This is an optimization exercise on Yosys and OpenROAD, whose aim is small area, a short achievable clock period and few clock cycles per item, not a production implementation.
In this exercise RTL edits were held to simulation tests only and were not proved equivalent to the original.
Power and IR drop assume default switching activity.

==> flow/design.v <==
`default_nettype none
package idt_pkg;
	localparam int LEVEL_BITS = 12;
	localparam int IN_COL_BITS = 12;
	typedef enum logic [1:0] {
		KIND_INDENT = 2'd0,
		KIND_DEDENT = 2'd1,
		KIND_ERROR  = 2'd2
	} token_kind_t;
	typedef enum logic [1:0] {
		ERR_NONE     = 2'd0,
		ERR_DEPTH    = 2'd1,
		ERR_MISMATCH = 2'd2
	} error_code_t;
	typedef struct packed {
		logic                  last;
		logic [LEVEL_BITS-1:0] level;
		error_code_t           code;
		token_kind_t           kind;
	} result_t;
endpackage
`default_nettype wire
`default_nettype none
module idt_stack_ram #(
	parameter int DEPTH = 64,
	parameter int WIDTH = 12,
	parameter int LOW   = 6
) (
	input  wire logic             clk,
	input  wire logic             arst_n,
	input  wire logic             push,
	input  wire logic             pop,
	input  wire logic             zin,
	input  wire logic             zout,
	input  wire logic [WIDTH-1:0] wr_data,
	output logic      [WIDTH-1:0] top,
	output logic      [WIDTH-1:0] second,
	output logic                  hs_eq_ht,   
	output logic                  hs_is_0,    
	output logic                  hs_is_1,    
	output logic                  next_bit    
);
	localparam int N    = DEPTH - 1;
	localparam int HW   = WIDTH - LOW;
	localparam int NB   = N + (1 << HW) - 1;
	localparam int FAST = 3;
	logic [LOW-1:0] mem [N];
	logic [NB-1:0]  bits;
	logic [HW-1:0]  ht_q, hs_q, ht_d, hs_d;
	logic           heq_q;
	logic           push_q, pop_q, hold_q;
	logic           bdn_q, bup_q, bhold_q;
	logic [LOW-1:0] spill_q;
	logic           bspill_q;
	logic [LOW-1:0] below;    
	logic           bbelow;   
	logic hold, b_dn, b_up, b_hold, b_in;
	assign hold   = !push && !pop;
	assign b_dn   = push || zin;
	assign b_up   = pop || zout;
	assign b_hold = !b_dn && !b_up;
	assign b_in   = push;
	assign below  = ({LOW{push_q}} & spill_q) | ({LOW{pop_q}} & mem[FAST+1]) | ({LOW{hold_q}} & mem[FAST]);
	assign bbelow = (bdn_q & bspill_q) | (bup_q & bits[FAST+1]) | (bhold_q & bits[FAST]);
	always_ff @(posedge clk or negedge arst_n) begin
		if (!arst_n) begin
			mem[0] <= '0;
		end else begin
			mem[0] <= ({LOW{push}} & wr_data[LOW-1:0]) | ({LOW{pop}} & mem[1]) | ({LOW{hold}} & mem[0]);
		end
	end
	always_ff @(posedge clk) begin
		push_q   <= push;
		pop_q    <= pop;
		hold_q   <= hold;
		bdn_q    <= b_dn;
		bup_q    <= b_up;
		bhold_q  <= b_hold;
		spill_q  <= mem[FAST-1];
		bspill_q <= bits[FAST-1];
		for (int i = 1; i < FAST - 1; i++) begin
			mem[i] <= ({LOW{push}} & mem[i-1]) | ({LOW{pop}} & mem[i+1]) | ({LOW{hold}} & mem[i]);
		end
		mem[FAST-1] <= ({LOW{push}} & mem[FAST-2]) | ({LOW{pop}} & below) | ({LOW{hold}} & mem[FAST-1]);
		bits[0] <= (b_dn & b_in) | (b_up & bits[1]) | (b_hold & bits[0]);
		for (int i = 1; i < FAST - 1; i++) begin
			bits[i] <= (b_dn & bits[i-1]) | (b_up & bits[i+1]) | (b_hold & bits[i]);
		end
		bits[FAST-1] <= (b_dn & bits[FAST-2]) | (b_up & bbelow) | (b_hold & bits[FAST-1]);
		mem[FAST] <= ({LOW{push_q}} & spill_q) | ({LOW{pop_q}} & mem[FAST+1]) | ({LOW{hold_q}} & mem[FAST]);
		for (int i = FAST + 1; i < N - 1; i++) begin
			mem[i] <= ({LOW{push_q}} & mem[i-1]) | ({LOW{pop_q}} & mem[i+1]) | ({LOW{hold_q}} & mem[i]);
		end
		mem[N-1] <= ({LOW{push_q}} & mem[N-2]) | ({LOW{hold_q}} & mem[N-1]);
		bits[FAST] <= (bdn_q & bspill_q) | (bup_q & bits[FAST+1]) | (bhold_q & bits[FAST]);
		for (int i = FAST + 1; i < NB - 1; i++) begin
			bits[i] <= (bdn_q & bits[i-1]) | (bup_q & bits[i+1]) | (bhold_q & bits[i]);
		end
		bits[NB-1] <= (bdn_q & bits[NB-2]) | (bhold_q & bits[NB-1]);
	end
	always_comb begin
		ht_d = ht_q;
		hs_d = hs_q;
		if (push) begin
			ht_d = wr_data[WIDTH-1:LOW];
			hs_d = ht_q;
		end else if (pop) begin
			ht_d = hs_q;
		end else if (zin) begin
			hs_d = hs_q + HW'(1);
		end else if (zout) begin
			hs_d = hs_q - HW'(1);
		end
	end
	always_ff @(posedge clk or negedge arst_n) begin
		if (!arst_n) begin
			ht_q  <= '0;
			hs_q  <= '0;
			heq_q <= 1'b1;
		end else begin
			ht_q  <= ht_d;
			hs_q  <= hs_d;
			heq_q <= hs_d == ht_d;
		end
	end
	assign top      = {ht_q, mem[0]};
	assign second   = {hs_q, mem[1]};
	assign hs_eq_ht = heq_q;
	assign hs_is_0  = hs_q == '0;
	assign hs_is_1  = hs_q == HW'(1);
	assign next_bit = bits[1];
endmodule
`default_nettype wire
`default_nettype none
module idt_ctrl #(
	parameter int STACK_DEPTH = 64,
	parameter int COLUMN_BITS = 12
) (
	input  wire logic                   clk,
	input  wire logic                   arst_n,
	input  wire logic                   in_valid,
	output logic                        in_take,
	input  wire logic [COLUMN_BITS-1:0] in_col,
	input  wire logic                   in_skip,
	input  wire logic [COLUMN_BITS-1:0] in_skid_col,   
	input  wire logic [COLUMN_BITS-1:0] in_port_col,   
	input  wire logic                   in_from_port,
	output logic                        out_valid,
	input  wire logic                   out_ready,
	output idt_pkg::result_t            out_res,
	output logic                        st_push,
	output logic                        st_pop,
	output logic                        st_zin,
	output logic                        st_zout,
	input  wire logic                   st_hs_eq_ht,
	input  wire logic                   st_hs_is_0,
	input  wire logic                   st_hs_is_1,
	input  wire logic                   st_next_bit,
	input  wire logic [COLUMN_BITS-1:0] st_top,
	input  wire logic [COLUMN_BITS-1:0] st_second
);
	localparam int DW = $clog2(STACK_DEPTH);
	localparam int LB = idt_pkg::LEVEL_BITS;
	logic [DW-1:0]          d_q, d_d;
	logic                   push_q, pop_q;
	logic                   at_full_m1;      
	logic                   full_q, full_d;  
	logic                   halted_q, halted_d;
	logic                   busy_q, busy_d;  
	logic                   errp_q, errp_d;  
	logic [DW-1:0]          owe_q, owe_d;    
	logic                   owing_q, owing_d;  
	logic [DW-1:0]          d_inc, d_dec;
	logic                   fix_q, fix_d;    
	logic [COLUMN_BITS-1:0] col_q, col_d;
	logic                   out_valid_q, out_valid_d;
	idt_pkg::result_t       out_res_q, out_res_d;
	logic                   out_free;
	logic [COLUMN_BITS-1:0] top, sec;
	logic                   in_gt, in_lt, sec_gt, sec_eq;
	logic                   gt_q, lt_q, gt_d, lt_d;
	logic                   head_load;
	assign out_free = !out_valid_q || out_ready;
	assign d_inc    = d_q + DW'(1);
	assign d_dec    = d_q - DW'(1);
	assign d_d      = push_q ? d_inc : pop_q ? d_dec : d_q;
	assign at_full_m1 = (push_q && d_q == DW'(STACK_DEPTH - 3))
		|| (!push_q && !pop_q && d_q == DW'(STACK_DEPTH - 2))
		|| (pop_q && d_q == DW'(STACK_DEPTH - 1));
	assign top      = st_top;
	assign sec      = st_second;
	assign in_gt    = gt_q;
	assign in_lt    = lt_q;
	assign sec_gt   = busy_q ? (sec > col_q) : (sec > in_col);
	assign sec_eq   = busy_q ? (sec == col_q) : (sec == in_col);
	assign out_valid = out_valid_q;
	assign out_res   = out_res_q;
	always_comb begin
		halted_d    = halted_q;
		busy_d      = busy_q;
		errp_d      = errp_q;
		owe_d       = owe_q;
		owing_d     = owing_q;
		col_d       = col_q;
		out_valid_d = out_valid_q && !out_ready;
		out_res_d   = out_res_q;
		in_take     = 1'b0;
		st_push     = 1'b0;
		st_pop      = 1'b0;
		st_zin      = 1'b0;
		st_zout     = 1'b0;
		fix_d       = fix_q;
		if (fix_q) begin
			st_zout = 1'b1;
			fix_d   = !st_next_bit && !st_hs_is_1;
		end else if (errp_q) begin
			if (out_free) begin
				errp_d         = 1'b0;
				halted_d       = 1'b1;
				out_valid_d    = 1'b1;
				out_res_d.last  = 1'b1;
				out_res_d.level = LB'(top);
				out_res_d.code  = idt_pkg::ERR_MISMATCH;
				out_res_d.kind  = idt_pkg::KIND_ERROR;
			end
		end else if (busy_q) begin
			if (out_free) begin
				st_pop = 1'b1;
			end
			if (in_valid && (in_skip || in_col == col_q)) begin
				in_take = 1'b1;
				owe_d   = owe_q + DW'(1);
				owing_d = 1'b1;
			end
		end else if (owing_q) begin
			if (out_free) begin
				owe_d          = owe_q - DW'(1);
				owing_d        = owe_q != DW'(1);
				out_valid_d    = 1'b1;
				out_res_d.last  = 1'b1;
				out_res_d.level = LB'(top);
				out_res_d.code  = idt_pkg::ERR_NONE;
				out_res_d.kind  = idt_pkg::KIND_ERROR;
			end
		end else if (in_valid && out_free && !(st_hs_eq_ht || halted_q || in_skip || !in_gt || full_q)) begin
			st_zin = 1'b1;
		end else if (in_valid && out_free) begin
			in_take = 1'b1;
			col_d   = in_col;
			if (halted_q) begin
				out_valid_d    = 1'b1;
				out_res_d.last  = 1'b1;
				out_res_d.level = LB'(top);
				out_res_d.code  = idt_pkg::ERR_NONE;
				out_res_d.kind  = idt_pkg::KIND_ERROR;
			end else if (!in_skip) begin
				if (in_gt) begin
					out_valid_d = 1'b1;
					out_res_d.last = 1'b1;
					if (full_q) begin
						halted_d        = 1'b1;
						out_res_d.level = LB'(top);
						out_res_d.code  = idt_pkg::ERR_DEPTH;
						out_res_d.kind  = idt_pkg::KIND_ERROR;
					end else begin
						st_push         = 1'b1;
						out_res_d.level = LB'(in_col);
						out_res_d.code  = idt_pkg::ERR_NONE;
						out_res_d.kind  = idt_pkg::KIND_INDENT;
					end
				end else if (in_lt) begin
					st_pop = 1'b1;
				end
			end
		end
		head_load = in_take || !in_valid;
		if (head_load) begin
			if (st_push) begin
				gt_d = in_from_port ? (in_port_col > in_col) : (in_skid_col > in_col);
				lt_d = in_from_port ? (in_port_col < in_col) : (in_skid_col < in_col);
			end else if (st_pop) begin
				gt_d = in_from_port ? (in_port_col > sec) : (in_skid_col > sec);
				lt_d = in_from_port ? (in_port_col < sec) : (in_skid_col < sec);
			end else begin
				gt_d = in_from_port ? (in_port_col > top) : (in_skid_col > top);
				lt_d = in_from_port ? (in_port_col < top) : (in_skid_col < top);
			end
		end else begin
			if (st_pop) begin
				gt_d = in_col > sec;
				lt_d = in_col < sec;
			end else begin
				gt_d = in_col > top;
				lt_d = in_col < top;
			end
		end
		if (st_pop) begin
			fix_d           = !st_next_bit && !st_hs_is_0;
			busy_d          = sec_gt;
			errp_d          = !sec_gt && !sec_eq;
			if (sec_eq) begin
				owe_d   = '0;
				owing_d = 1'b0;
			end
			out_valid_d     = 1'b1;
			out_res_d.last  = sec_eq;
			out_res_d.level = LB'(sec);
			out_res_d.code  = idt_pkg::ERR_NONE;
			out_res_d.kind  = idt_pkg::KIND_DEDENT;
		end
		full_d = full_q;
		if (st_push) begin
			full_d = at_full_m1;
		end else if (st_pop) begin
			full_d = 1'b0;
		end
	end
	always_ff @(posedge clk or negedge arst_n) begin
		if (!arst_n) begin
			owing_q     <= 1'b0;
			d_q         <= '0;
			push_q      <= 1'b0;
			pop_q       <= 1'b0;
			full_q      <= 1'b0;
			halted_q    <= 1'b0;
			busy_q      <= 1'b0;
			errp_q      <= 1'b0;
			owe_q       <= '0;
			fix_q       <= 1'b0;
			out_valid_q <= 1'b0;
		end else begin
			owing_q     <= owing_d;
			d_q         <= d_d;
			push_q      <= st_push;
			pop_q       <= st_pop;
			full_q      <= full_d;
			halted_q    <= halted_d;
			busy_q      <= busy_d;
			errp_q      <= errp_d;
			owe_q       <= owe_d;
			fix_q       <= fix_d;
			out_valid_q <= out_valid_d;
		end
	end
	always_ff @(posedge clk) begin
		col_q     <= col_d;
		gt_q      <= gt_d;
		lt_q      <= lt_d;
		out_res_q <= out_res_d;
	end
endmodule
`default_nettype wire
`default_nettype none
module indent_dedent_tracker_core #(
	parameter int STACK_DEPTH = 64,
	parameter int COLUMN_BITS = 12
) (
	input  wire logic        clk,
	input  wire logic        arst_n,
	input  wire logic        s_tvalid,
	output logic             s_tready,
	input  wire logic [15:0] s_tdata,   
	input  wire logic [0:0]  s_tuser,   
	output logic             m_tvalid,
	input  wire logic        m_tready,
	output logic [15:0]      m_tdata,   
	output logic [1:0]       m_tuser,   
	output logic             m_tlast
);
	localparam int CB = idt_pkg::IN_COL_BITS;
	logic          head_v_q, rdy_q, skid_v_q;
	logic [CB:0]   head_q, skid_q;    
	logic          acc, take;
	logic [CB:0]   in_item;
	assign s_tready = rdy_q;
	assign acc      = s_tvalid && rdy_q;
	assign in_item  = {s_tuser[0], s_tdata[CB-1:0]};
	always_ff @(posedge clk or negedge arst_n) begin
		if (!arst_n) begin
			head_v_q <= 1'b0;
			rdy_q    <= 1'b0;
			skid_v_q <= 1'b0;
		end else begin
			if (!head_v_q || take) begin
				head_v_q <= skid_v_q || acc;
				rdy_q    <= 1'b1;
				skid_v_q <= 1'b0;
			end else begin
				rdy_q    <= !skid_v_q && !acc;
				skid_v_q <= skid_v_q || acc;
			end
		end
	end
	always_ff @(posedge clk) begin
		if (!head_v_q || take) begin
			head_q <= skid_v_q ? skid_q : in_item;
		end
		if (!skid_v_q) begin
			skid_q <= in_item;
		end
	end
	idt_pkg::result_t       res;
	logic                   push, pop, zin, zout;
	logic                   hs_eq_ht, hs_is_0, hs_is_1, next_bit;
	logic [COLUMN_BITS-1:0] st_top, st_second;
	idt_ctrl #(
		.STACK_DEPTH (STACK_DEPTH),
		.COLUMN_BITS (COLUMN_BITS)
	) u_ctrl (
		.clk       (clk),
		.arst_n    (arst_n),
		.in_valid  (head_v_q),
		.in_take   (take),
		.in_col    (head_q[CB-1:0]),
		.in_skip   (head_q[CB]),
		.in_skid_col  (skid_q[CB-1:0]),
		.in_port_col  (in_item[CB-1:0]),
		.in_from_port (!skid_v_q),
		.out_valid (m_tvalid),
		.out_ready (m_tready),
		.out_res   (res),
		.st_push   (push),
		.st_pop    (pop),
		.st_zin    (zin),
		.st_zout   (zout),
		.st_hs_eq_ht (hs_eq_ht),
		.st_hs_is_0  (hs_is_0),
		.st_hs_is_1  (hs_is_1),
		.st_next_bit (next_bit),
		.st_top    (st_top),
		.st_second (st_second)
	);
	idt_stack_ram #(
		.DEPTH (STACK_DEPTH),
		.WIDTH (COLUMN_BITS)
	) u_stack (
		.clk     (clk),
		.arst_n  (arst_n),
		.push    (push),
		.pop     (pop),
		.zin     (zin),
		.zout    (zout),
		.wr_data (head_q[CB-1:0]),
		.top     (st_top),
		.second  (st_second),
		.hs_eq_ht (hs_eq_ht),
		.hs_is_0  (hs_is_0),
		.hs_is_1  (hs_is_1),
		.next_bit (next_bit)
	);
	assign m_tdata = {2'b00, res.level, res.code};
	assign m_tuser = res.kind;
	assign m_tlast = res.last;
endmodule
`default_nettype wire
==> flow/run.sh <==
#!/bin/bash
# synth_recipe.tcl (not shown) runs the flow's synth.tcl, then flattens the netlist and writes it again
# the make line also repeats each setting of config.mk as NAME=value (left out here)
make -C /OpenROAD-flow-scripts/flow DESIGN_CONFIG=/design/flow/config.mk WORK_HOME=/design/flow/orfs CLKGATE_MAP_FILE= SYNTH_SCRIPT=/design/flow/synth_recipe.tcl finish
==> flow/config.mk <==
export PLATFORM = sky130hd
export DESIGN_NAME = indent_dedent_tracker_core
export DESIGN_NICKNAME = indent_dedent_tracker_core
export VERILOG_FILES = /design/flow/design.v
export SDC_FILE = /design/flow/constraint.sdc
export NUM_CORES = 4
export LEC_CHECK = 0
export CAP_MARGIN = 20
export CORE_MARGIN = 2
export CORE_UTILIZATION = 40
export PLACE_DENSITY = 0.45
export SETUP_SLACK_MARGIN = 2.8
export SLEW_MARGIN = 20
==> flow/constraint.sdc <==
create_clock -name core_clock -period 5.0 [get_ports {clk}]
set_input_delay 1.0000 -clock core_clock [delete_from_list [all_inputs] [get_ports {clk}]]
set_output_delay 1.0000 -clock core_clock [all_outputs]
set_load 0.01 [all_outputs]
==> results of run 1 <==
[final timing paths]
check | from | end | depth (start not counted)
worst max register to register | u_stack.ht_q[3] | u_ctrl.lt_q | 10
worst min register to register | u_stack.mem[2][1] | u_stack.spill_q[1] | 0
min in group asynchronous | arst_n | u_ctrl.d_q[4] | 2
max in group asynchronous | arst_n | u_ctrl.busy_q | 2
worst max-delay path | s_tdata[11] | u_ctrl.lt_q | 10
worst min-delay path | u_stack.mem[2][1] | u_stack.spill_q[1] | 0
[cells in the mapped netlist (all sizes together), types with 6 or more instances]
master  count
o211ai      9
a21oi      63
nor4       10
a222oi    476
a211oi      7
xor2       21
o22ai      16
nor2b      16
mux2       13
a21o       18
clkbuf    173
nand3      10
nor3       23
a221o       8
mux2i       6
nor2       73
o21ai      31
inv       537
edfxtp     38
o21a        7
a22o        8
nand4      22
a31oi       6
and2        6
buf        22
nand2      57
and3        7
ha        119
xnor2      12
dfxtp     530
o221ai     16
dfrtp      42
[routing by layer]
layer | routed length, um | global-route usage [%] | vias up
met5 | 0 | 0 | -
met4 | 1708 | 5.597 | 0
met3 | 2693 | 2.919 | 99
met2 | 27300 | 28.77 | 498
met1 | 27020 | 23.14 | 9596
li1 | - | - | 9436
[state kept, by name (all words and copies together), names as in the netlist, 6 cells and up]
register / cells
u_ctrl.d_q: 6
u_ctrl.owe_q: 6
skid_q: 13
u_stack.bits: 126
u_ctrl.out_res_q: 17
u_stack.mem: 378
u_stack.ht_q: 6
head_q: 13
u_stack.hs_q: 6
u_stack.spill_q: 6
u_ctrl.col_q: 12
[cell usage in the layout, fill, tap and decap left out, types with 15 or more instances in the layout]
cell type / Yosys / layout
nor2_1: 71 / 68
buf_4: 2 / 79
a21oi_1: 63 / 60
xor2_1: 21 / 19
clkbuf_8: 0 / 20
clkbuf_16: 0 / 71
nor3_1: 22 / 21
a21o_1: 18 / 18
o221ai_1: 16 / 16
buf_2: 6 / 17
nand2_1: 56 / 52
nand4_1: 22 / 22
edfxtp_1: 38 / 38
clkbuf_1: 173 / 16
dfxtp_1: 530 / 519
ha_1: 119 / 108
inv_1: 536 / 522
o21ai_0: 30 / 24
a222oi_1: 476 / 476
dfrtp_1: 42 / 33
o22ai_1: 16 / 15
[cell type report]
cell class              instances  area (um^2)  share of cell area, %
inverters                     537         2036                  6.890
well taps                     837         1047                  3.545
repair buffers                138         1239                  4.193
clock buffers                 107         2112                  7.149
clock inverters                15        195.2                 0.6607
multi-input cells            1125        10040                  34.00
flip-flops and latches        611        12870                  43.56
[power groups by stage]
stage               combinational [uW]  clock, uW  sequential, uW
global route                      2360       5450            5480
global placement                  1540          0            5660
detailed placement                1570          0            5660
CTS                               1990       5260            5450
floorplan                         1080          0            5510
finish                            2140       5060            5460
[repair_timing]
action,CTS,global route
hold buffers,0,0
cloned,1,0
endpoints found under the hold margin,0,0
setup endpoints to repair,106,185
setup buffers,65,15
pin swaps,40,13
gates resized for setup,188,37
[stage by stage]
stage / setup slack, ns / power, uW / cells / utilization [%]
global placement: 1.337 / 7206 / 3166 / 42.28
global route: 2.502 / 13290 / 3370 / 47.70
finish: 2.599 / 12660 / 3370 / 47.70
CTS: 2.590 / 12700 / 3354 / 47.21
detailed placement: 1.324 / 7236 / 3166 / 42.28
floorplan: 2.504 / 6594 / 2467 / -
[logic make-up (layout without fill, tap and decap cells)]
family / after synthesis / count (layout) / synth area share (%)
AOI/OAI and AO/OA: 701 / 701 / 25.12
xor gates and xnor gates: 33 / 33 / 1.148
adders and majority gates: 120 / 120 / 5.993
buffers and inverters: 732 / 797 / 10.97
DFF: 611 / 611 / 50.95
muxes: 19 / 19 / 0.8199
other: 1 / 2 / 0.01489
and+or+nand+nor: 249 / 250 / 4.989
==> run notes, run 1 <==
Max VDD drop 0.2247 mV; setup_tns 0 ns; crit-path cells clkdlybuf4s15_2 > ha_1 > and4_4 > nand4_1 > a21oi_2 > a2111oi_4 > inv_1 > mux2i_1 > a22o_1 > a211o_1; sequential share of the synthesized area between 50% and 60%; RSZ-0062 raised after global routing yes; largest net degree at the start of global routing ~120; hpwl dp approximately 34000 um; flops & latches, synth around 610; Filler Cell Count roughly 5.8k; Area contributors post-synth dfxtp_1, a222oi_1, inv_1; H-tree depth 3; Clock Latency Late Sink about 0.60 ns; die width 254.9 um; routed length per instance 17.42 um; Sequential Power Share approximately 43%; Hold Crit Class flip-flop to flip-flop; power per cell area about 430 mW/mm^2; vias per cell 5.825; fin crit period 2.401 ns; ANT nets after route 0; Core Region 0.06194 mm^2; Initial Utilization between 40% and 50%; routability cong. approximately 0.80; area grow syn2layout 17.33%; Inserted Diodes 0; Die ar. 0.06497 mm^2; count of final max-slew check failures 0; CP max-delay cell ha_1; Rows a little over 90; YS warnings 4; slowest cell delay on critical path 0.31 ns; post-synthesis area per instance 10.21 um^2; max frequency about 420 MHz; Post-Route WL slightly below 60000 um; r2r setup slk around 2.6 ns; area leader, netlist dfxtp_1; worst hold slack between 0.3 and 0.4 ns; initial antenna violation count 0; GRT Residual Overflow 0; Layout Nets between 2k and 3k; Finished Cell Area between 0.02 and 0.03 mm^2; Slew HR approximately two fifths; gr usage total 17.40%; global-route wire length before repair 93270 um; Max-Cap Viols 0; Detailed Route Iter0 Violations roughly 3.4k; asr flop ratio synth a little over 7%; clock root buffer clkbuf_16; top cell family by delay on the critical path compound AO/OA/AOI/OAI gates; Critical Setup Path Class primary input to flip-flop; CTS max path bufs 3; Clk network pwr share 40.0%; CTS tree built; Data required, critical path around 5.5 ns; P_leak about 0.015 uW; status finished clean; final hold viol count 0; CP Capture Type flip-flop; share of cells above drive strength 1 between 10% and 20%; post-synth top area share a little over two fifths; ys flop type dfxtp_1; Sinks on Clock Net between 600 and 700; Synth Instances 2466; Final setup viols 0; Mapped Area about 0.025 mm^2; Crit path arrival time 2.88 ns; Reg clk slew, reported paths 0.06 ns; Post-DP Area around 0.026 mm^2; CTS Buf Count 68; number of global-route vias before repair about 18k; crit start category primary input; Gate power share roughly 17%; DR vias slightly below 20k; final worst-path cycle share between 40% and 50%; synth unique cells between 80 and 90; total net switching power ~3400 uW; drt pass-1 iters 13; I/O Pins between 40 and 50; Internal 9239 uW; EDFF count, synth 38; die span in y approximately 250 um; Worst Path Buf+Inv 2; crit-path max FO 4; Switching Share between 20% and 30%; Fin Clk Skew ~0.017 ns; worst slew pin tran between 0.9 and 1 ns; drc violations 0; IO buf count 35
Testbench counts, summed over its fixed seeds: cycles 5,133, lines 4,800.
==> run 2: changes to the inputs <==
--- a/flow/design.v
+++ b/flow/design.v
@@ -47,7 +47,7 @@
 	logic [LOW-1:0] mem [N];
 	logic [NB-1:0]  bits;
 	logic [HW-1:0]  ht_q, hs_q, ht_d, hs_d;
-	logic           heq_q;
+	logic           hne_q, hne_d;   
 	logic           push_q, pop_q, hold_q;
 	logic           bdn_q, bup_q, bhold_q;
 	logic [LOW-1:0] spill_q;
@@ -99,33 +99,38 @@
 		bits[NB-1] <= (bdn_q & bits[NB-2]) | (bhold_q & bits[NB-1]);
 	end
 	always_comb begin
-		ht_d = ht_q;
-		hs_d = hs_q;
+		ht_d  = ht_q;
+		hs_d  = hs_q;
+		hne_d = hne_q;
 		if (push) begin
-			ht_d = wr_data[WIDTH-1:LOW];
-			hs_d = ht_q;
+			ht_d  = wr_data[WIDTH-1:LOW];
+			hs_d  = ht_q;
+			hne_d = wr_data[WIDTH-1:LOW] != ht_q;
 		end else if (pop) begin
-			ht_d = hs_q;
+			ht_d  = hs_q;
+			hne_d = 1'b0;
 		end else if (zin) begin
-			hs_d = hs_q + HW'(1);
+			hs_d  = hs_q + HW'(1);
+			hne_d = hs_q + HW'(1) != ht_q;
 		end else if (zout) begin
-			hs_d = hs_q - HW'(1);
+			hs_d  = hs_q - HW'(1);
+			hne_d = 1'b1;
 		end
 	end
 	always_ff @(posedge clk or negedge arst_n) begin
 		if (!arst_n) begin
 			ht_q  <= '0;
 			hs_q  <= '0;
-			heq_q <= 1'b1;
+			hne_q <= 1'b0;
 		end else begin
 			ht_q  <= ht_d;
 			hs_q  <= hs_d;
-			heq_q <= hs_d == ht_d;
+			hne_q <= hne_d;
 		end
 	end
 	assign top      = {ht_q, mem[0]};
 	assign second   = {hs_q, mem[1]};
-	assign hs_eq_ht = heq_q;
+	assign hs_eq_ht = !hne_q;
 	assign hs_is_0  = hs_q == '0;
 	assign hs_is_1  = hs_q == HW'(1);
 	assign next_bit = bits[1];
@@ -368,35 +373,46 @@
 	output logic             m_tlast
 );
 	localparam int CB = idt_pkg::IN_COL_BITS;
-	logic          head_v_q, rdy_q, skid_v_q;
-	logic [CB:0]   head_q, skid_q;    
-	logic          acc, take;
-	logic [CB:0]   in_item;
-	assign s_tready = rdy_q;
-	assign acc      = s_tvalid && rdy_q;
-	assign in_item  = {s_tuser[0], s_tdata[CB-1:0]};
+	logic          in_v_q, s_rdy_q, head_v_q, skid_v_q;
+	logic          in_v_d, s_rdy_d, head_v_d, skid_v_d;
+	logic [CB:0]   in_q, head_q, skid_q;    
+	logic          acc, fwd, take;
+	assign s_tready = s_rdy_q;
+	assign acc      = s_tvalid && s_rdy_q;
+	assign fwd      = in_v_q && !skid_v_q;
+	always_comb begin
+		if (!head_v_q || take) begin
+			head_v_d = skid_v_q || fwd;
+			skid_v_d = 1'b0;
+		end else begin
+			head_v_d = 1'b1;
+			skid_v_d = skid_v_q || fwd;
+		end
+		in_v_d  = acc || (in_v_q && skid_v_q);
+		s_rdy_d = !in_v_d || !skid_v_d;
+	end
 	always_ff @(posedge clk or negedge arst_n) begin
 		if (!arst_n) begin
+			in_v_q   <= 1'b0;
+			s_rdy_q  <= 1'b0;
 			head_v_q <= 1'b0;
-			rdy_q    <= 1'b0;
 			skid_v_q <= 1'b0;
 		end else begin
-			if (!head_v_q || take) begin
-				head_v_q <= skid_v_q || acc;
-				rdy_q    <= 1'b1;
-				skid_v_q <= 1'b0;
-			end else begin
-				rdy_q    <= !skid_v_q && !acc;
-				skid_v_q <= skid_v_q || acc;
-			end
+			in_v_q   <= in_v_d;
+			s_rdy_q  <= s_rdy_d;
+			head_v_q <= head_v_d;
+			skid_v_q <= skid_v_d;
 		end
 	end
 	always_ff @(posedge clk) begin
+		if (s_rdy_q) begin
+			in_q <= {s_tuser[0], s_tdata[CB-1:0]};
+		end
 		if (!head_v_q || take) begin
-			head_q <= skid_v_q ? skid_q : in_item;
+			head_q <= skid_v_q ? skid_q : in_q;
 		end
 		if (!skid_v_q) begin
-			skid_q <= in_item;
+			skid_q <= in_q;
 		end
 	end
 	idt_pkg::result_t       res;
@@ -414,7 +430,7 @@
 		.in_col    (head_q[CB-1:0]),
 		.in_skip   (head_q[CB]),
 		.in_skid_col  (skid_q[CB-1:0]),
-		.in_port_col  (in_item[CB-1:0]),
+		.in_port_col  (in_q[CB-1:0]),
 		.in_from_port (!skid_v_q),
 		.out_valid (m_tvalid),
 		.out_ready (m_tready),
==> run 2 against run 1 <==
- first-iteration DRC count fell by 11%
- worst hold slack got worse by 0.0030 ns
- still clean on timing, DRC and antenna
- sequential power grew 8.1%
- wire length grew 3.6%
- combinational power grew 56%
- count of clock-buffer cells in the layout increased by 5
- via count up 2.6%
- sequential cell count up 14
==> run notes, run 2 <==
routed length per instance 17.64 um (+1.3%); commonest cells after routing, fill and taps aside inv_1, dfxtp_1, a222oi_1; ANT nets after route 0 (unchanged); drt pass-1 iters 11 (-2); number of global-route vias before repair 18.43k (+3.0%); max reg flops 378 (unchanged); post-synth top area share 41.48% (-0.65 points); Filler Cell Count 5772 (-0.26%); Critical Setup Path Class flip-flop to flip-flop; most frequent cell after synthesis inv_1; IO buf count 35 (unchanged); die span in y 256.9 um (+0.77%); Post-Route WL 60830 um (+3.6%); power per cell area 467.1 mW/mm^2 (+9.0%); Worst Path Buf+Inv 1 (-1); H-tree depth 3 (unchanged); Slew HR 23.07% (-17 points); flops & latches, synth 625 (+2.3%); Layout Nets 2690 (+2.6%); count of final max-slew check failures 0 (unchanged); drc violations 0 (unchanged); hold depth 0 (unchanged); final hold viol count 0 (unchanged); Fin Clk Skew 0.02015 ns (+0.003156 ns); global-route wire length before repair 96590 um (+3.6%); fin crit period 2.362 ns (-0.03892 ns); Rows 92 (+1.1%); register area 0.01330 mm^2 (+3.3%); final worst-path cycle share 47.25% (-0.78 points); Data required, critical path 5.48 ns (about the same); EDFF count, synth 51 (+34%); Detailed Route Iter0 Violations 3041 (-11%); I/O Pins 42 (unchanged); Inserted Diodes 0 (unchanged); gr usage total 17.47% (+0.071 points); routability cong. 0.8796 (+9.8%); hpwl dp 34280 um (+0.62%); ys flop type dfxtp_1; worst r2r path cells 8 (-2); largest family of logic cells by synthesized area compound AO/OA/AOI/OAI gates; Core Region 0.06320 mm^2 (+2.0%); met2 usage in global routing 28.84% (+0.071 points); setup_tns 0 ns (unchanged); CTS max path bufs 3 (unchanged); commonest cells in the netlist inv_1, dfxtp_1, a222oi_1, clkbuf_1, ha_1; CTS Hold Bufs 0 (unchanged); GRT Residual Overflow 0 (unchanged); stages on the worst setup path 8 (-2); asr flop ratio synth 7.040% (about the same); Crit path arrival time 2.84 ns (-0.04 ns); mux cell area share after synthesis 0.6849% (-0.14 points); Max VDD drop 0.2153 mV (-4.2%); P_leak 0.01524 uW (+2.2%); Sinks on Clock Net 625 (+2.3%); Largest regs u_stack.mem x378, u_stack.bits x126, u_ctrl.out_res_q x17; Initial Utilization 40.47% (-0.18 points); DR vias 20.14k (+2.6%); crit-path max FO 7 (+3); post-synthesis area per instance 10.29 um^2 (+0.76%); Die ar. 0.06598 mm^2 (+1.6%); CTS tree built; largest net degree at the start of global routing 239 (+93%); Clock Latency Late Sink 0.60 ns (about the same); reg-to-reg critical path startpoint u_ctrl.busy_q; Reg clk slew, reported paths 0.06 ns (about the same); Synth Instances 2486 (+0.81%); CP max-delay cell or4b_4; max frequency 423.3 MHz (+1.6%); YS warnings 4 (unchanged); multi-input logic area 0.01016 mm^2 (+1.2%); most common cell after layout, fill and taps aside inv_1; Power Total 14270 uW (+13%); Synth Area in Compound Gates 25.12% (about the same); area leader, netlist dfxtp_1; CP Capture Type flip-flop; Mapped Area 0.02558 mm^2 (+1.6%); r2r setup slk 2.64 ns (+0.03 ns); status finished clean; slowest cell delay on critical path 0.52 ns (+0.21 ns); RSZ-0062 raised after global routing yes; CTS Buf Count 71 (+4.4%); clock root buffer clkbuf_16; crit start category flip-flop; Synth Area in XOR/XNOR 0.9588% (-0.19 points); share of cells above drive strength 1 15.68% (+1.4 points); initial antenna violation count 0 (unchanged); area grow syn2layout 19.47%; Synth Area in Simple Gates 4.642% (-0.35 points); Max-Cap Viols 0 (unchanged); Final setup viols 0 (unchanged); top cell family by delay on the critical path simple AND/OR/NAND/NOR gates; crit-path cells or4b_4 > o41a_1 > nand2b_4 > nand2_8 > a21oi_4 > buf_6 > nor4_4 > a211oi_2; met3 usage 2.975% (+0.056 points); Hold Crit Class flip-flop to flip-flop; die width 256.9 um (+0.77%); global routing's busiest layer met2; Post-Synth Adder-Cell Area 5.900% (-0.093 points); sequential share of the synthesized area 51.78% (+0.83 points); Hold Startpoint u_stack.mem[2][2]; Area contributors post-synth dfxtp_1, a222oi_1, inv_1; synth unique cells 71 (-12%); vias per cell 5.840 (+0.27%); worst slew pin tran 1.154 ns (+0.2497 ns); Largest Register u_stack.mem; global routing met1 resource utilization 23.10% (-0.046 points); Hold Path End u_stack.spill_q[2]; reg-to-reg endpoint u_ctrl.lt_q
==> run 2: cell count changes in the layout (fill, tap and decap cells not counted), moves of 13 or more <==
cell      delta
o221ai_1    -15
edfxtp_1    +13
nand2_1     -17
a22oi_1     +16
buf_4       +30
a21oi_1     -13
==> run 2: how the worst max path moves through the flow <==
stage / from / end / slack [ns]
finish: u_ctrl.busy_q / u_ctrl.lt_q / 2.64
global route: u_ctrl.busy_q / u_ctrl.lt_q / 2.60
CTS: head_q[9] / u_ctrl.gt_q / 2.65
detailed placement: m_tready / u_stack.mem[0][3] / 1.51
global placement: m_tready / u_stack.mem[0][3] / 1.52
floorplan: m_tready / u_ctrl.gt_q / 2.65
==> run 2: routing by layer <==
metal / share of wire (%) / vias up / wire, um
li1: - / 9659 / -
met1: 46 / 9912 / 27750
met2: 47 / 479 / 28370
met3: 5.4 / 87 / 3300
met4: 2.3 / 0 / 1415
met5: 0 / - / 0
==> run 2: area by class of cell <==
class                   count  area share, %
repair buffers            175          5.388
flip-flops and latches    625          43.51
inverters                 542          6.760
repair inverters            3        0.07780
well taps                 846          3.464
clock buffers             112          7.149
clock inverters            14         0.4013
multi-input cells        1131          33.25
==> run 2: cell families after synthesis <==
family	count (synthesis)
XOR/XNOR	28
AND/OR/NAND/NOR	236
flip-flops	625
other	1
adder cells (fa/ha/maj)	120
buffers and inverters	733
multiplexers	16
AO/OA/AOI/OAI	727
==> run 2: metrics by stage <==
stage          std cells  hold slack [ns]  setup WS [ns]  instance area (um^2)  util, %
6_report            3448           0.3727          2.638                 30560    48.35
5_1_grt             3448           0.3831          2.598                 30560    48.35
4_1_cts             3405           0.3741          2.650                 29820    47.18
3_5_place_dp        3196           0.3662          1.509                 26530    41.98
3_3_place_gp        3194           0.3686          1.523                 26470    41.89
2_1_floorplan       2487           0.3502          2.653                 25650        -
==> run 2: power by group <==
group / total [uW] / switching, uW / leakage [uW] / internal, uW
sequential: 5900 / 453 / 0.00526 / 5440
clock: 5040 / 1990 / 0.00114 / 3050
combinational: 3340 / 1860 / 0.00884 / 1470
==> run 2: what timing repair did <==
item	in CTS	in global routing
setup endpoints to repair	246	284
buffers inserted	77	41
gates resized for setup	158	87
gates cloned	6	1
pin swaps	17	56
Testbench counts of run 2, summed over its fixed seeds: cycles 5,141, lines 4,800.
==> run 3: changes to the inputs <==
--- a/flow/config.mk
+++ b/flow/config.mk
@@ -8,6 +8,8 @@
 export CAP_MARGIN = 20
 export CORE_MARGIN = 2
 export CORE_UTILIZATION = 40
+export CTS_CLUSTER_DIAMETER = 100
+export CTS_CLUSTER_SIZE = 30
 export PLACE_DENSITY = 0.45
-export SETUP_SLACK_MARGIN = 2.8
+export SETUP_SLACK_MARGIN = 3.1
 export SLEW_MARGIN = 20
==> run 3 against run 2 <==
- clock skew increased by 0.010 ns
- total power is 15% lower
- count of clock-buffer cells in the layout is 79 lower
- worst hold slack better by 0.0051 ns
- clock power fell by 43%
- first-iteration DRC count rose by 7.6%
- still clean
- global-route usage fell by 0.19 points
- setup slack got worse by 0.086 ns
- sequential power is essentially flat
- wire length increased by 1.1%
==> run notes, run 3 <==
status finished clean; hold depth 0 (unchanged); ys flop type dfxtp_1; stages on the worst setup path 7 (-1); I/O Pins 42 (unchanged); Hold Startpoint u_stack.mem[2][1]; CTS Buf Count 29 (-59%); commonest cells after routing, fill and taps aside inv_1, dfxtp_1, a222oi_1; flops & latches, synth 625 (unchanged); Final setup viols 0 (unchanged); Reg clk slew, reported paths 0.12 ns (+0.06 ns); Die ar. 0.06598 mm^2 (unchanged); P_leak 0.01476 uW (-3.1%); asr flop ratio synth 7.040% (unchanged); global routing met1 resource utilization 23.79% (+0.69 points); setup_tns 0 ns (unchanged); met2 usage in global routing 28.73% (-0.11 points); slowest cell delay on critical path 0.50 ns (-0.02 ns); CTS max path bufs 3 (unchanged); H-tree depth 1 (-2); commonest cells in the netlist inv_1, dfxtp_1, a222oi_1, clkbuf_1, ha_1; die width 256.9 um (unchanged); worst r2r path cells 7 (-1); CP Capture Type flip-flop; Initial Utilization 40.47% (unchanged); YS warnings 4 (unchanged); Critical Setup Path Class flip-flop to flip-flop; largest net degree at the start of global routing 241 (+0.84%); met3 usage 2.206% (-0.77 points); global-route wire length before repair 95790 um (-0.84%); routability cong. 0.8373 (-4.8%); final worst-path cycle share 48.98% (+1.7 points); crit start category flip-flop; Max-Cap Viols 0 (unchanged); Max VDD drop 0.2737 mV (+27%); Largest Register u_stack.mem; Mapped Area 0.02558 mm^2 (unchanged); clock root buffer clkbuf_16; RSZ-0062 raised after global routing yes; Crit path arrival time 2.98 ns (+0.14 ns); final hold viol count 0 (unchanged); area grow syn2layout 16.06%; Switching Share 33.34% (+3.1 points); Gate power share 27.6% (+4.2 points); worst hold slack 0.3778 ns (+0.005055 ns); hpwl dp 33730 um (-1.6%); drt pass-1 iters 14 (+3); share of cells above drive strength 1 15.29% (-0.39 points); synth unique cells 71 (unchanged); crit-path max FO 4 (-3); reg-to-reg endpoint u_ctrl.gt_q; max frequency 408.4 MHz (-3.5%); Clk network pwr share 23.8% (-11 points); Layout Nets 2660 (-1.1%); ANT nets after route 0 (unchanged); post-synth top area share 41.48% (unchanged); Power Total 12130 uW (-15%); CTS tree built; gr usage total 17.28% (-0.19 points); global routing's busiest layer met2; Hold Crit Class flip-flop to flip-flop; routed length per instance 18.18 um (+3.0%); number of global-route vias before repair 18.03k (-2.2%); total net switching power 4043 uW (-6.2%); post-synthesis area per instance 10.29 um^2 (unchanged); placed cells 3191 (-0.16%); Internal 8085 uW (-19%); vias per cell 5.902 (+1.1%); GRT Residual Overflow 0 (unchanged); Post-Route WL 61490 um (+1.1%); fin cells 3383 (-1.9%); Synth Instances 2486 (unchanged); CP max-delay cell dfrtp_4; sequential share of the synthesized area 51.78% (unchanged); Sequential Power Share 48.6% (+7.3 points); most common cell after layout, fill and taps aside inv_1; Post-DP Area 0.02659 mm^2 (+0.23%); Finished Cell Area 0.02968 mm^2 (-2.9%); Rows 92 (unchanged); drc violations 0 (unchanged); power per cell area 408.6 mW/mm^2 (-13%); CTS Hold Bufs 0 (unchanged); Inserted Diodes 0 (unchanged); Slew HR 53.46% (+30 points); Clock Latency Late Sink 0.63 ns (+0.03 ns); area leader, netlist dfxtp_1; fin crit period 2.449 ns (+0.08642 ns); initial antenna violation count 0 (unchanged); Largest regs u_stack.mem x378, u_stack.bits x126, u_ctrl.out_res_q x17; Detailed Route Iter0 Violations 3272 (+7.6%); IO buf count 35 (unchanged); r2r setup slk 2.55 ns (-0.09 ns); EDFF count, synth 51 (unchanged); reg-to-reg critical path startpoint u_ctrl.busy_q; Worst Path Buf+Inv 1 (unchanged); DR vias 19.97k (-0.84%); worst slew pin tran 0.6981 ns (-0.4558 ns); count of final max-slew check failures 0 (unchanged); crit-path cells or4b_4 > o41a_1 > nand2b_4 > buf_12 > nand2_8 > o22ai_2 > a211o_1; die span in y 256.9 um (unchanged); Sinks on Clock Net 625 (unchanged); Core Region 0.06320 mm^2 (unchanged); max reg flops 378 (unchanged); most frequent cell after synthesis inv_1; Hold Path End u_stack.spill_q[1]; top cell family by delay on the critical path compound AO/OA/AOI/OAI gates; Data required, critical path 5.53 ns (+0.05 ns); Area contributors post-synth dfxtp_1, a222oi_1, inv_1; Fin Clk Skew 0.03014 ns (+0.009990 ns)
==> run 3: per-stage QoR <==
stage / setup slack (ns) / util, %
2_1_floorplan: 2.660 / -
3_3_place_gp: 1.618 / 41.99
3_5_place_dp: 1.597 / 42.08
4_1_cts: 2.595 / 45.84
5_1_grt: 2.510 / 46.97
6_report: 2.551 / 46.97
==> run 3: how the worst max path moves through the flow <==
stage / startpoint / to / slack (ns)
after CTS: u_ctrl.busy_q / u_ctrl.gt_q / 2.60
after floorplan: m_tready / u_ctrl.gt_q / 2.66
after detailed placement: m_tready / u_stack.hs_q[4] / 1.60
final: u_ctrl.busy_q / u_ctrl.gt_q / 2.55
after global placement: m_tready / u_stack.hs_q[3] / 1.62
after global routing: u_stack.mem[1][4] / u_ctrl.gt_q / 2.51
==> run 3: logic make-up (layout without fill, tap and decap cells) <==
| group | after synthesis | count (layout) | synth area share, % |
|---|---|---|---|
| buffers and inverters | 733 | 779 | 10.90 |
| AOI/OAI and AO/OA | 727 | 727 | 25.12 |
| DFF | 625 | 625 | 51.78 |
| and+or+nand+nor | 236 | 240 | 4.642 |
| adders and majority gates | 120 | 120 | 5.900 |
| xor gates and xnor gates | 28 | 28 | 0.9588 |
| muxes | 16 | 16 | 0.6849 |
| other | 1 | 2 | 0.01466 |
==> run 3: layout make-up <==
type / instances / area, um^2
Clock buffer: 33 / 750.7
Sequential cell: 625 / 13290
Multi-Input combinational cell: 1133 / 10280
Timing Repair Buffer: 185 / 1958
Clock inverter: 16 / 201.4
Tap cell: 846 / 1059
Timing Repair inverter: 3 / 57.56
Fill cell: 5858 / 33510
Inverter: 542 / 2079
==> run 3: worst reg2reg max path, stage by stage, from the launching register on <==
cell and delay, ns:
dfrtp_4 0.50, or4b_4 0.49, o41a_1 0.46, nand2b_4 0.21, buf_12 0.19, nand2_8 0.11
o22ai_2 0.08, a211o_1 0.32
==> run 3: per-layer routing <==
layer | wire length, um | vias up
met3 | 3179 | 72
li1 | - | 9526
met4 | 1333 | 0
met2 | 28760 | 501
met5 | 0 | -
met1 | 28220 | 9868
==> run 3: power groups by stage <==
stage	registers (uW)	logic, uW	clock network, uW
floorplan	5810	1930	0
global placement	6080	2400	0
detailed placement	6070	2460	0
CTS	5880	3070	3050
global route	5940	3700	3240
finish	5890	3350	2890
==> run 3: repair_timing <==
| action | CTS | global route |
|---|---|---|
| setup endpoints to repair | 436 | 419 |
| pin swaps | 33 | 35 |
| gates resized for setup | 228 | 82 |
| buffers inserted | 97 | 30 |
| cloned | 11 | 4 |
| endpoints found under the hold margin | 0 | 0 |
==> run 4: changes to the inputs <==
--- a/flow/config.mk
+++ b/flow/config.mk
@@ -11,5 +11,5 @@
 export CTS_CLUSTER_DIAMETER = 100
 export CTS_CLUSTER_SIZE = 30
 export PLACE_DENSITY = 0.45
-export SETUP_SLACK_MARGIN = 3.1
+export SETUP_SLACK_MARGIN = 2.8
 export SLEW_MARGIN = 20
==> run 4 against run 3 <==
- sequential share of layout area increased by 0.63 points
- combinational power about the same
- first-iteration DRC count decreased by 5.4%
- critical endpoint unchanged
- count of clock-buffer cells in the layout decreased by 1
- synthesized area unchanged
- global-route usage decreased by 0.31 points
- largest power group unchanged
- critical path type unchanged
==> run notes, run 4 <==
status finished clean; Reg clk slew, reported paths 0.12 ns (about the same); worst r2r path cells 9 (+2); power per cell area 415.2 mW/mm^2 (+1.6%); Hold Startpoint u_stack.mem[2][0]; Util after Layout 46.35% (-0.62 points); global-route wire length before repair 94710 um (-1.1%); Detailed Route Iter0 Violations 3094 (-5.4%); setup_tns 0 ns (unchanged); CTS Buf Count 29 (unchanged); area grow syn2layout 14.53%; Area contributors post-synth dfxtp_1, a222oi_1, inv_1; Data required, critical path 5.49 ns (-0.04 ns); Critical Setup Path Class flip-flop to flip-flop; Clk network pwr share 24.4% (+0.6 points); clock root buffer clkbuf_16; largest net degree at the start of global routing 239 (-0.83%); flops & latches, synth 625 (unchanged); Clock Latency Late Sink 0.63 ns (about the same); most frequent cell after synthesis inv_1; CP Capture Type flip-flop; Post-Route WL 59790 um (-2.8%); YS warnings 4 (unchanged); drt pass-1 iters 15 (+1); H-tree depth 1 (unchanged); routed length per instance 17.72 um (-2.5%); sequential share of the synthesized area 51.78% (unchanged); Synth Instances 2486 (unchanged); Fin Clk Skew 0.03089 ns (+0.0007530 ns); reg-to-reg critical path startpoint u_stack.hs_q[3]; commonest cells in the netlist inv_1, dfxtp_1, a222oi_1, clkbuf_1, ha_1; GRT Residual Overflow 0 (unchanged); Sequential Power Share 48.3% (-0.3 points); worst slew pin tran 1.154 ns (+0.4561 ns); DR vias 19.71k (-1.3%); r2r setup slk 2.64 ns (+0.09 ns); Layout Nets 2651 (-0.34%); I/O Pins 42 (unchanged); CTS tree built; max frequency 424.5 MHz (+4.0%); final worst-path cycle share 47.11% (-1.9 points); Largest Register u_stack.mem; final hold viol count 0 (unchanged); die span in y 256.9 um (unchanged); Hold Crit Class flip-flop to flip-flop; most common cell after layout, fill and taps aside inv_1; number of global-route vias before repair 17.85k (-0.99%); Gate power share 27.3% (-0.3 points); total net switching power 4012 uW (-0.77%); RSZ-0062 raised after global routing yes; Hold Path End u_stack.spill_q[0]; CTS max path bufs 3 (unchanged); Initial Utilization 40.47% (unchanged); Final setup viols 0 (unchanged); post-synth top area share 41.48% (unchanged); Core Region 0.06320 mm^2 (unchanged); Switching Share 32.99% (-0.35 points); worst hold slack 0.3774 ns (-0.0004240 ns); Rows 92 (unchanged); die width 256.9 um (unchanged); routability cong. 0.8796 (+5.1%); crit start category flip-flop; Slew HR 23.05% (-30 points); Finished Cell Area 0.02929 mm^2 (-1.3%); area leader, netlist dfxtp_1; gr usage total 16.97% (-0.31 points); Crit path arrival time 2.85 ns (-0.13 ns); Sinks on Clock Net 625 (unchanged); Largest regs u_stack.mem x378, u_stack.bits x126, u_ctrl.out_res_q x17; crit-path max FO 5 (+1); share of cells above drive strength 1 14.05% (-1.2 points); vias per cell 5.842 (-1.0%); reg-to-reg endpoint u_ctrl.gt_q; post-synthesis area per instance 10.29 um^2 (unchanged); EDFF count, synth 51 (unchanged); Max-Cap Viols 0 (unchanged); count of final max-slew check failures 0 (unchanged); asr flop ratio synth 7.040% (unchanged); ys flop type dfxtp_1; hold depth 0 (unchanged); drc violations 0 (unchanged); Die ar. 0.06598 mm^2 (unchanged); ANT nets after route 0 (unchanged); max reg flops 378 (unchanged); synth unique cells 71 (unchanged); Max VDD drop 0.2609 mV (-4.7%); initial antenna violation count 1 (+1); Internal 8149 uW (+0.79%); Post-DP Area 0.02653 mm^2 (-0.23%); fin crit period 2.356 ns (-0.09325 ns); commonest cells after routing, fill and taps aside inv_1, dfxtp_1, a222oi_1; IO buf count 35 (unchanged); hpwl dp 34280 um (+1.6%); Mapped Area 0.02558 mm^2 (unchanged); P_leak 0.01460 uW (-1.1%)
==> run 4: changes by cell type in the layout (fill, tap and decap cells not counted), sizes merged <==
cell / change
bufbuf: -1
buf: -6
clkdlybuf4s15: +1
clkbuf: -2
nand2: -1
clkinv: -1
diode: +1
nand2b: -1
bufinv: +2
inv: -2
clkinvlp: +1
==> run 4: power by group through the flow <==
stage	registers (uW)	clock network, uW	logic, uW
2_1_floorplan	5800	0	1890
3_5_place_dp	6070	0	2440
3_3_place_gp	6080	0	2350
4_1_cts	5870	3120	2870
5_1_grt	5920	3290	3700
6_report	5880	2960	3320
==> run 4: worst max path at each step <==
stage                          startpoint                  end  cells past startpoint
after global placement           m_tready    u_stack.mem[0][3]                      9
after floorplan                  m_tready          u_ctrl.gt_q                      7
after CTS                 u_ctrl.halted_q    u_stack.mem[2][3]                      6
after global routing      u_ctrl.halted_q  u_ctrl.out_res_q[5]                      8
after detailed placement         m_tready    u_stack.mem[0][3]                      9
final                     u_stack.hs_q[3]          u_ctrl.gt_q                      9
==> run 4: repair_timing <==
action                     4_1_cts  5_1_grt
hold buffers                     0        0
pin swaps                       17       46
buffers inserted                74       46
cloned                           5        3
setup endpoints to repair      246      303
resized for setup              158       96
==> run 4: kinds of logic after synthesis <==
family | after synthesis | synth area share [%]
multiplexers | 16 | 0.6849
buffers and inverters | 733 | 10.90
adder cells (fa/ha/maj) | 120 | 5.900
other | 1 | 0.01466
AND/OR/NAND/NOR | 236 | 4.642
flip-flops | 625 | 51.78
AO/OA/AOI/OAI | 727 | 25.12
XOR/XNOR | 28 | 0.9588
==> run 4: final cells by class <==
type / count / area, um^2
flip-flops and latches: 625 / 13300
repair inverters: 3 / 32.53
fillers: 5893 / 33900
inverters: 542 / 2063
clock buffers: 32 / 747.0
diodes: 1 / 2.502
multi-input cells: 1131 / 10150
well taps: 846 / 1059
repair buffers: 178 / 1687
clock inverters: 16 / 245.2
==> run 4: stage by stage <==
step / total power (uW) / instances / setup WS [ns]
5_1_grt: 12920 / 3373 / 2.585
6_report: 12160 / 3374 / 2.644
3_5_place_dp: 8504 / 3196 / 1.509
2_1_floorplan: 7691 / 2487 / 2.653
3_3_place_gp: 8430 / 3194 / 1.523
4_1_cts: 11870 / 3323 / 2.620
==> run 4: critical path, stage by stage, from the launching register on <==
cell and delay [ns]:
dfrtp_2 0.45, inv_4 0.10, ha_1 0.25, a21o_1 0.18, a21o_1 0.18, a21oi_2 0.17, o211ai_1 0.15, a32oi_1 0.32
o22ai_1 0.14, a211o_1 0.27
==> run 4: routing by layer <==
metal  part of all wire [%]  wire length, um  vias up  track usage [%]
li1                       -                -     9540                -
met1                     47            28020     9722            23.28
met2                     47            28140      392            28.69
met3                    4.1             2481       58            1.941
met4                    1.9             1141        0            3.844
met5                      0                0        -                0
==> run 5: changes to the inputs <==
--- a/flow/config.mk
+++ b/flow/config.mk
@@ -10,6 +10,6 @@
 export CORE_UTILIZATION = 40
 export CTS_CLUSTER_DIAMETER = 100
 export CTS_CLUSTER_SIZE = 30
-export PLACE_DENSITY = 0.45
+export PLACE_DENSITY = 0.55
 export SETUP_SLACK_MARGIN = 2.8
 export SLEW_MARGIN = 20
==> run 5 against run 4 <==
- clock power is 5% lower
- non-clock buffer count is 5 higher
- global-route usage is 0.52 points lower
- count of clock-buffer cells in the layout stayed put
- setup slack worse by 0.0063 ns
- clock skew is 0.011 ns lower
- first-iteration DRC count is 17% higher
- cell count is 0.15% lower
- die area stayed put
- sequential power hardly changed
- critical endpoint is now u_ctrl.out_res_q[16]
- largest cell class unchanged
==> run notes, run 5 <==
status finished clean; YS warnings 4 (unchanged); Area contributors post-synth dfxtp_1, a222oi_1, inv_1; Final setup viols 0 (unchanged); setup_tns 0 ns (unchanged); fin crit period 2.362 ns (+0.006340 ns); met2 usage in global routing 26.53% (-2.2 points); IO buf count 35 (unchanged); most common cell after layout, fill and taps aside inv_1; Sinks on Clock Net 625 (unchanged); crit-path max FO 8 (+3); Post-Synth Adder-Cell Area 5.900% (unchanged); Post-DP Area 0.02649 mm^2 (-0.14%); Critical Setup Path Class flip-flop to flip-flop; largest family of logic cells by synthesized area compound AO/OA/AOI/OAI gates; P_leak 0.01455 uW (-0.35%); CTS Buf Count 27 (-6.9%); Synth Instances 2486 (unchanged); GRT Residual Overflow 0 (unchanged); worst slew pin tran 1.037 ns (-0.1170 ns); Largest regs u_stack.mem x378, u_stack.bits x126, u_ctrl.out_res_q x17; I/O Pins 42 (unchanged); gr usage total 16.45% (-0.52 points); synth unique cells 71 (unchanged); flops & latches, synth 625 (unchanged); Mapped Area 0.02558 mm^2 (unchanged); CTS max path bufs 3 (unchanged); drt pass-1 iters 15 (unchanged); Layout Nets 2651 (unchanged); Hold Crit Class flip-flop to flip-flop; hpwl dp 34950 um (+2.0%); Crit path arrival time 2.72 ns (-0.13 ns); Largest Register u_stack.mem; global routing's busiest layer met2; Synth Area in XOR/XNOR 0.9588% (unchanged); routed length per instance 17.20 um (-3.0%); sequential share of the synthesized area 51.78% (unchanged); Core Region 0.06320 mm^2 (unchanged); most frequent cell after synthesis inv_1; Reg clk slew, reported paths 0.11 ns (about the same); Max VDD drop 0.3407 mV (+31%); Synth Area in Simple Gates 4.642% (unchanged); initial antenna violation count 0 (-1); global-route wire length before repair 92180 um (-2.7%); met3 usage 2.246% (+0.31 points); asr flop ratio synth 7.040% (unchanged); Clock Latency Late Sink 0.62 ns (about the same); Filler Cell Count 5865 (-0.48%); CTS tree built; Inserted Diodes 0 (-1); fin cells 3369 (-0.15%); mux cell area share after synthesis 0.6849% (unchanged); worst hold slack 0.3824 ns (+0.005006 ns); number of global-route vias before repair 17.89k (+0.20%); Max-Cap Viols 0 (unchanged); Initial Utilization 40.47% (unchanged); commonest cells after routing, fill and taps aside inv_1, dfxtp_1, a222oi_1; share of cells above drive strength 1 13.91% (-0.14 points); EDFF count, synth 51 (unchanged); die width 256.9 um (unchanged); Die ar. 0.06598 mm^2 (unchanged); final worst-path cycle share 47.24% (+0.13 points); H-tree depth 1 (unchanged); routability cong. 0.8479 (-3.6%); Rows 92 (unchanged); Slew HR 30.85% (+7.8 points); commonest cells in the netlist inv_1, dfxtp_1, a222oi_1, clkbuf_1, ha_1; DR vias 20.05k (+1.7%); CP Capture Type flip-flop; Util after Layout 46.07% (-0.29 points); max reg flops 378 (unchanged); global routing met1 resource utilization 23.32% (+0.042 points); final hold viol count 0 (unchanged); area leader, netlist dfxtp_1; placed cells 3198 (+0.063%); register area 0.01329 mm^2 (about the same); die span in y 256.9 um (unchanged); largest net degree at the start of global routing 124 (-48%); drc violations 0 (unchanged); area grow syn2layout 13.82%; crit start category flip-flop; Synth Area in Compound Gates 25.12% (unchanged); Finished Cell Area 0.02911 mm^2 (-0.62%); Post-Route WL 57930 um (-3.1%); Data required, critical path 5.35 ns (-0.14 ns); Fin Clk Skew 0.01973 ns (-0.01117 ns); power per cell area 409.2 mW/mm^2 (-1.4%); clock root buffer clkbuf_16; vias per cell 5.950 (+1.9%); ys flop type dfxtp_1; multi-input logic area 0.01008 mm^2 (-0.76%); max frequency 423.4 MHz (-0.27%); ANT nets after route 0 (unchanged); Detailed Route Iter0 Violations 3612 (+17%); RSZ-0062 raised after global routing yes; post-synth top area share 41.48% (unchanged); post-synthesis area per instance 10.29 um^2 (unchanged); count of final max-slew check failures 0 (unchanged)
-- run 5: cell counts after synthesis --
No cell type changed its count.
-- run 5: path summary, 6_finish.rpt --
path	slack, ns	cells past startpoint	to	startpoint
max	2.64	8	u_ctrl.out_res_q[16]	u_ctrl.halted_q
max in group asynchronous	4.00	2	u_ctrl.errp_q	arst_n
min reg2reg	0.38	0	u_stack.bspill_q	u_stack.bits[2]
min	0.38	0	u_stack.bspill_q	u_stack.bits[2]
min in group asynchronous	0.49	2	u_stack.hs_q[4]	arst_n
max reg2reg	2.64	8	u_ctrl.out_res_q[16]	u_ctrl.halted_q
-- run 5: where the power goes --
group / internal [uW] / total [uW] / switching, uW / leakage [uW]
registers: 5430 / 5890 / 463 / 0.00526
clock network: 1170 / 2800 / 1630 / 0.000434
logic: 1390 / 3220 / 1830 / 0.00885
total: 7990 / 11900 / 3920 / 0.0145
-- run 5: per-stage QoR --
step | worst slack (ns) | power (uW)
3_3_place_gp | 1.687 | 8430
6_report | 2.638 | 11910
4_1_cts | 2.668 | 11760
2_1_floorplan | 2.653 | 7691
5_1_grt | 2.600 | 12610
3_5_place_dp | 1.682 | 8517
-- run 5: layout make-up --
type | count | share of cell area [%]
tap | 846 | 3.636
clock buffer | 32 | 2.433
inverter | 542 | 7.113
timing repair inverter | 1 | 0.03008
timing repair buffer | 183 | 5.875
clock inverter | 10 | 0.6361
multi-input combinational | 1130 | 34.61
sequential | 625 | 45.66
-- run 5: cells by family after synthesis --
group                      Yosys count
adders and majority gates          120
and+or+nand+nor                    236
muxes                               16
DFF                                625
buffers and inverters              733
xor gates and xnor gates            28
AOI/OAI and AO/OA                  727
other                                1
-- run 5: per-layer routing --
layer  vias up  wire length (um)  share of wire [%]
met5         -                 0                  0
met4         0              1190                2.1
met1      9947             27440                 47
met3        67              2821                4.9
li1       9490                 -                  -
met2       543             26480                 46
-- run 5: worst max-delay path: stages, from the launching register on --
cell and delay (ns):
dfrtp_1 0.44, or4b_4 0.54, o41a_1 0.36, buf_4 0.16, nor2_4 0.19, buf_12 0.19
nor2_4 0.05, o21ai_1 0.08, o21ai_1 0.09
-- run 5: timing repair --
action	CTS	global route
pin swaps	26	54
setup endpoints to repair	124	91
cloned	5	4
setup buffers	76	44
gates resized for setup	190	75
hold buffers	0	0
==> run 6: changes to the inputs <==
--- a/flow/config.mk
+++ b/flow/config.mk
@@ -10,6 +10,6 @@
 export CORE_UTILIZATION = 40
 export CTS_CLUSTER_DIAMETER = 100
 export CTS_CLUSTER_SIZE = 30
-export PLACE_DENSITY = 0.55
-export SETUP_SLACK_MARGIN = 2.8
+export PLACE_DENSITY = 0.45
+export SETUP_SLACK_MARGIN = 2.6
 export SLEW_MARGIN = 20
==> run 6 against run 5 <==
- largest power group unchanged
- critical path type is now flip-flop to output pin
- sequential share of layout area up 1.1 points
- total power down 2.5%
- critical endpoint is now m_tdata[6]
- non-clock buffer count down 43
==> run notes, run 6 <==
top cell family by delay on the critical path flip-flops; drc violations 0 (unchanged); number of global-route vias before repair 17.74k (-0.81%); Worst Setup SP u_ctrl.out_res_q[8]; Max VDD drop 0.3037 mV (-11%); ys flop type dfxtp_1; commonest cells after routing, fill and taps aside inv_1, dfxtp_1, a222oi_1; ANT nets after route 0 (unchanged); Hold Crit Class flip-flop to flip-flop; reg-to-reg critical path startpoint in_q[9]; commonest cells in the netlist inv_1, dfxtp_1, a222oi_1, clkbuf_1, ha_1; I/O Pins 42 (unchanged); routability cong. 0.8477 (about the same); GRT Residual Overflow 0 (unchanged); flops & latches, synth 625 (unchanged); area leader, netlist dfxtp_1; die width 256.9 um (unchanged); Worst Path Buf+Inv 1 (-1); CTS max path bufs 3 (unchanged); Max-Cap Viols 0 (unchanged); Finished Cell Area 0.02842 mm^2 (-2.4%); Area contributors post-synth dfxtp_1, a222oi_1, inv_1; Clock Latency Late Sink 0.63 ns (about the same); Post-Route WL 58870 um (+1.6%); Sinks on Clock Net 625 (unchanged); Reg clk slew, reported paths 0.12 ns (about the same); CTS Buf Count 27 (unchanged); Largest Register u_stack.mem; pre-CTS WS 1.533 ns (-0.1485 ns); crit-path cells clkdlybuf4s15_2; CTS tree built; Util after Layout 44.98% (-1.1 points); setup_tns 0 ns (unchanged); fin crit period 2.363 ns (+0.0007800 ns); clock root buffer clkbuf_16; CP max-delay cell edfxtp_1; Crit path arrival time 1.36 ns (-1.36 ns); Detailed Route Iter0 Violations 3265 (-9.6%); status finished clean; CTS Hold Bufs 0 (unchanged); Final setup viols 0 (unchanged); Slew HR 40.29% (+9.4 points); Layout Nets 2607 (-1.7%); power per cell area 408.6 mW/mm^2 (-0.15%); DR vias 19.47k (-2.9%); final worst-path cycle share 47.25% (about the same); Inserted Diodes 0 (unchanged); crit start category flip-flop; initial antenna violation count 1 (+1); area grow syn2layout 11.13%; Core Region 0.06320 mm^2 (unchanged); placed cells 3194 (-0.13%); Data required, critical path 4.00 ns (-1.35 ns); Hold Startpoint u_stack.mem[2][1]; slowest cell delay on critical path 0.49 ns (-0.05 ns); vias per cell 5.852 (-1.7%); max frequency 423.3 MHz (about the same); count of final max-slew check failures 0 (unchanged); YS warnings 4 (unchanged); Fin Clk Skew 0.02124 ns (+0.001517 ns); post-route setup slack 2.637 ns (-0.0007800 ns); asr flop ratio synth 7.040% (unchanged); Post-DP Area 0.02647 mm^2 (about the same); sequential share of the synthesized area 51.78% (unchanged); CP Capture Type output pin; Largest regs u_stack.mem x378, u_stack.bits x126, u_ctrl.out_res_q x17; crit-path max FO 2 (-6); hpwl dp 34340 um (-1.8%); EDFF count, synth 51 (unchanged); P_leak 0.01427 uW (-1.9%); Die ar. 0.06598 mm^2 (unchanged); fin cells 3328 (-1.2%); die span in y 256.9 um (unchanged); IO buf count 35 (unchanged); share of cells above drive strength 1 9.750% (-4.2 points); routed length per instance 17.69 um (+2.9%); max reg flops 378 (unchanged); gr usage total 16.66% (+0.21 points); RSZ-0062 raised after global routing yes; H-tree depth 1 (unchanged); most common cell after layout, fill and taps aside inv_1; drt pass-1 iters 14 (-1); Synth Instances 2486 (unchanged); largest net degree at the start of global routing 212 (+71%); worst slew pin tran 0.8957 ns (-0.1416 ns); post-synthesis area per instance 10.29 um^2 (unchanged); Rows 92 (unchanged); most frequent cell after synthesis inv_1; final hold viol count 0 (unchanged); post-synth top area share 41.48% (unchanged); synth unique cells 71 (unchanged); Initial Utilization 40.47% (unchanged); global-route wire length before repair 92830 um (+0.70%); Critical Setup Path Class flip-flop to output pin; Mapped Area 0.02558 mm^2 (unchanged)
==> run 6: cell counts after synthesis <==
Identical to the previous run, type by type.
==> run 6: power breakdown <==
group	switching (uW)	internal, uW	leakage [uW]	total, uW
clock network	1640	1140	0.000432	2790
logic	1700	1240	0.00858	2950
registers	450	5430	0.00526	5880
total	3800	7820	0.0143	11600
==> run 6: area by class of cell <==
cell class | instances | area (um^2)
Tap cell | 846 | 1059
Clock buffer | 32 | 725.7
Inverter | 542 | 2057
Clock inverter | 13 | 157.7
Fill cell | 5973 | 34770
Sequential cell | 625 | 13290
Timing Repair Buffer | 140 | 1316
Multi-Input combinational cell | 1130 | 9816
==> run 6: worst paths after layout <==
kind / slack [ns] / to / cells after the start
max: 2.64 / m_tdata[6] / 1
min: 0.39 / u_stack.spill_q[1] / 0
max reg2reg: 2.65 / u_ctrl.gt_q / 9
min reg2reg: 0.39 / u_stack.spill_q[1] / 0
max in group asynchronous: 4.03 / u_ctrl.busy_q / 2
min in group asynchronous: 0.47 / s_rdy_q / 2
==> run 6: per-layer routing <==
metal,global-route usage [%],vias up,wire (um)
met5,0,-,0
met4,4.861,0,1555
met3,2.138,75,2462
met2,28.30,416,27810
met1,22.19,9565,27040
li1,-,9418,-
==> run 6: cells by family (layout without fill, tap and decap cells) <==
family | Yosys count | in the layout | share of synthesized area [%]
buffers and inverters | 733 | 727 | 10.90
AOI/OAI and AO/OA | 727 | 727 | 25.12
DFF | 625 | 625 | 51.78
and+or+nand+nor | 236 | 237 | 4.642
adders and majority gates | 120 | 120 | 5.900
xor gates and xnor gates | 28 | 28 | 0.9588
muxes | 16 | 16 | 0.6849
other | 1 | 2 | 0.01466
==> run 6: repair_timing <==
action	CTS	global route
resized for setup	80	45
endpoints found under the setup margin	156	127
cloned	1	2
pin swaps	9	26
setup buffers	60	25
==> run 6: stage by stage <==
step | hold slack, ns | power, uW
after floorplan | 0.3502 | 7681
after global placement | 0.3676 | 8422
after detailed placement | 0.3636 | 8498
after CTS | 0.3819 | 11580
after global routing | 0.3936 | 12350
final | 0.3859 | 11610

## separate check: timing with driven ports
The results above use ideal ports. As a check the final layouts listed here were re-extracted and re-timed, cells and wires unchanged.
Step 1 sets driving cells, clkbuf_16 on the clock port and buf_2 on the other inputs (assumed; they add their load-dependent delay and slew).
Step 2 adds t to the input delays and takes it off the output delays; t is the mean of the earliest and latest rising clock arrival at the registers after step 1. Input paths then give back, and output paths get back, about the clock's delay inside the block.
a / b / c = no drivers / after step 1 / after step 2; a / b = the first two.
run	shift t [ns]	slack for setup (ns)	hold WS [ns]	clock arrival spread, ns
run 1	0.653	2.599 / 2.609 / 1.984	0.376 / 0.376 / 0.376	0.018 / 0.018
run 2	0.649	2.638 / 2.638 / 2.178	0.373 / 0.373 / 0.373	0.021 / 0.021
run 3	0.680	2.551 / 2.551 / 2.197	0.378 / 0.378 / 0.378	0.031 / 0.030
run 4	0.677	2.644 / 2.616 / 2.207	0.377 / 0.377 / 0.377	0.031 / 0.031
run 5	0.668	2.638 / 2.638 / 2.121	0.382 / 0.382 / 0.382	0.024 / 0.024
run 6	0.680	2.637 / 2.575 / 2.418	0.386 / 0.386 / 0.386	0.021 / 0.021
After both steps every run listed still meets setup and hold. The setup slack of run 1, which loses most, moves by +0.010 ns with the drivers and by -0.615 ns with both steps.
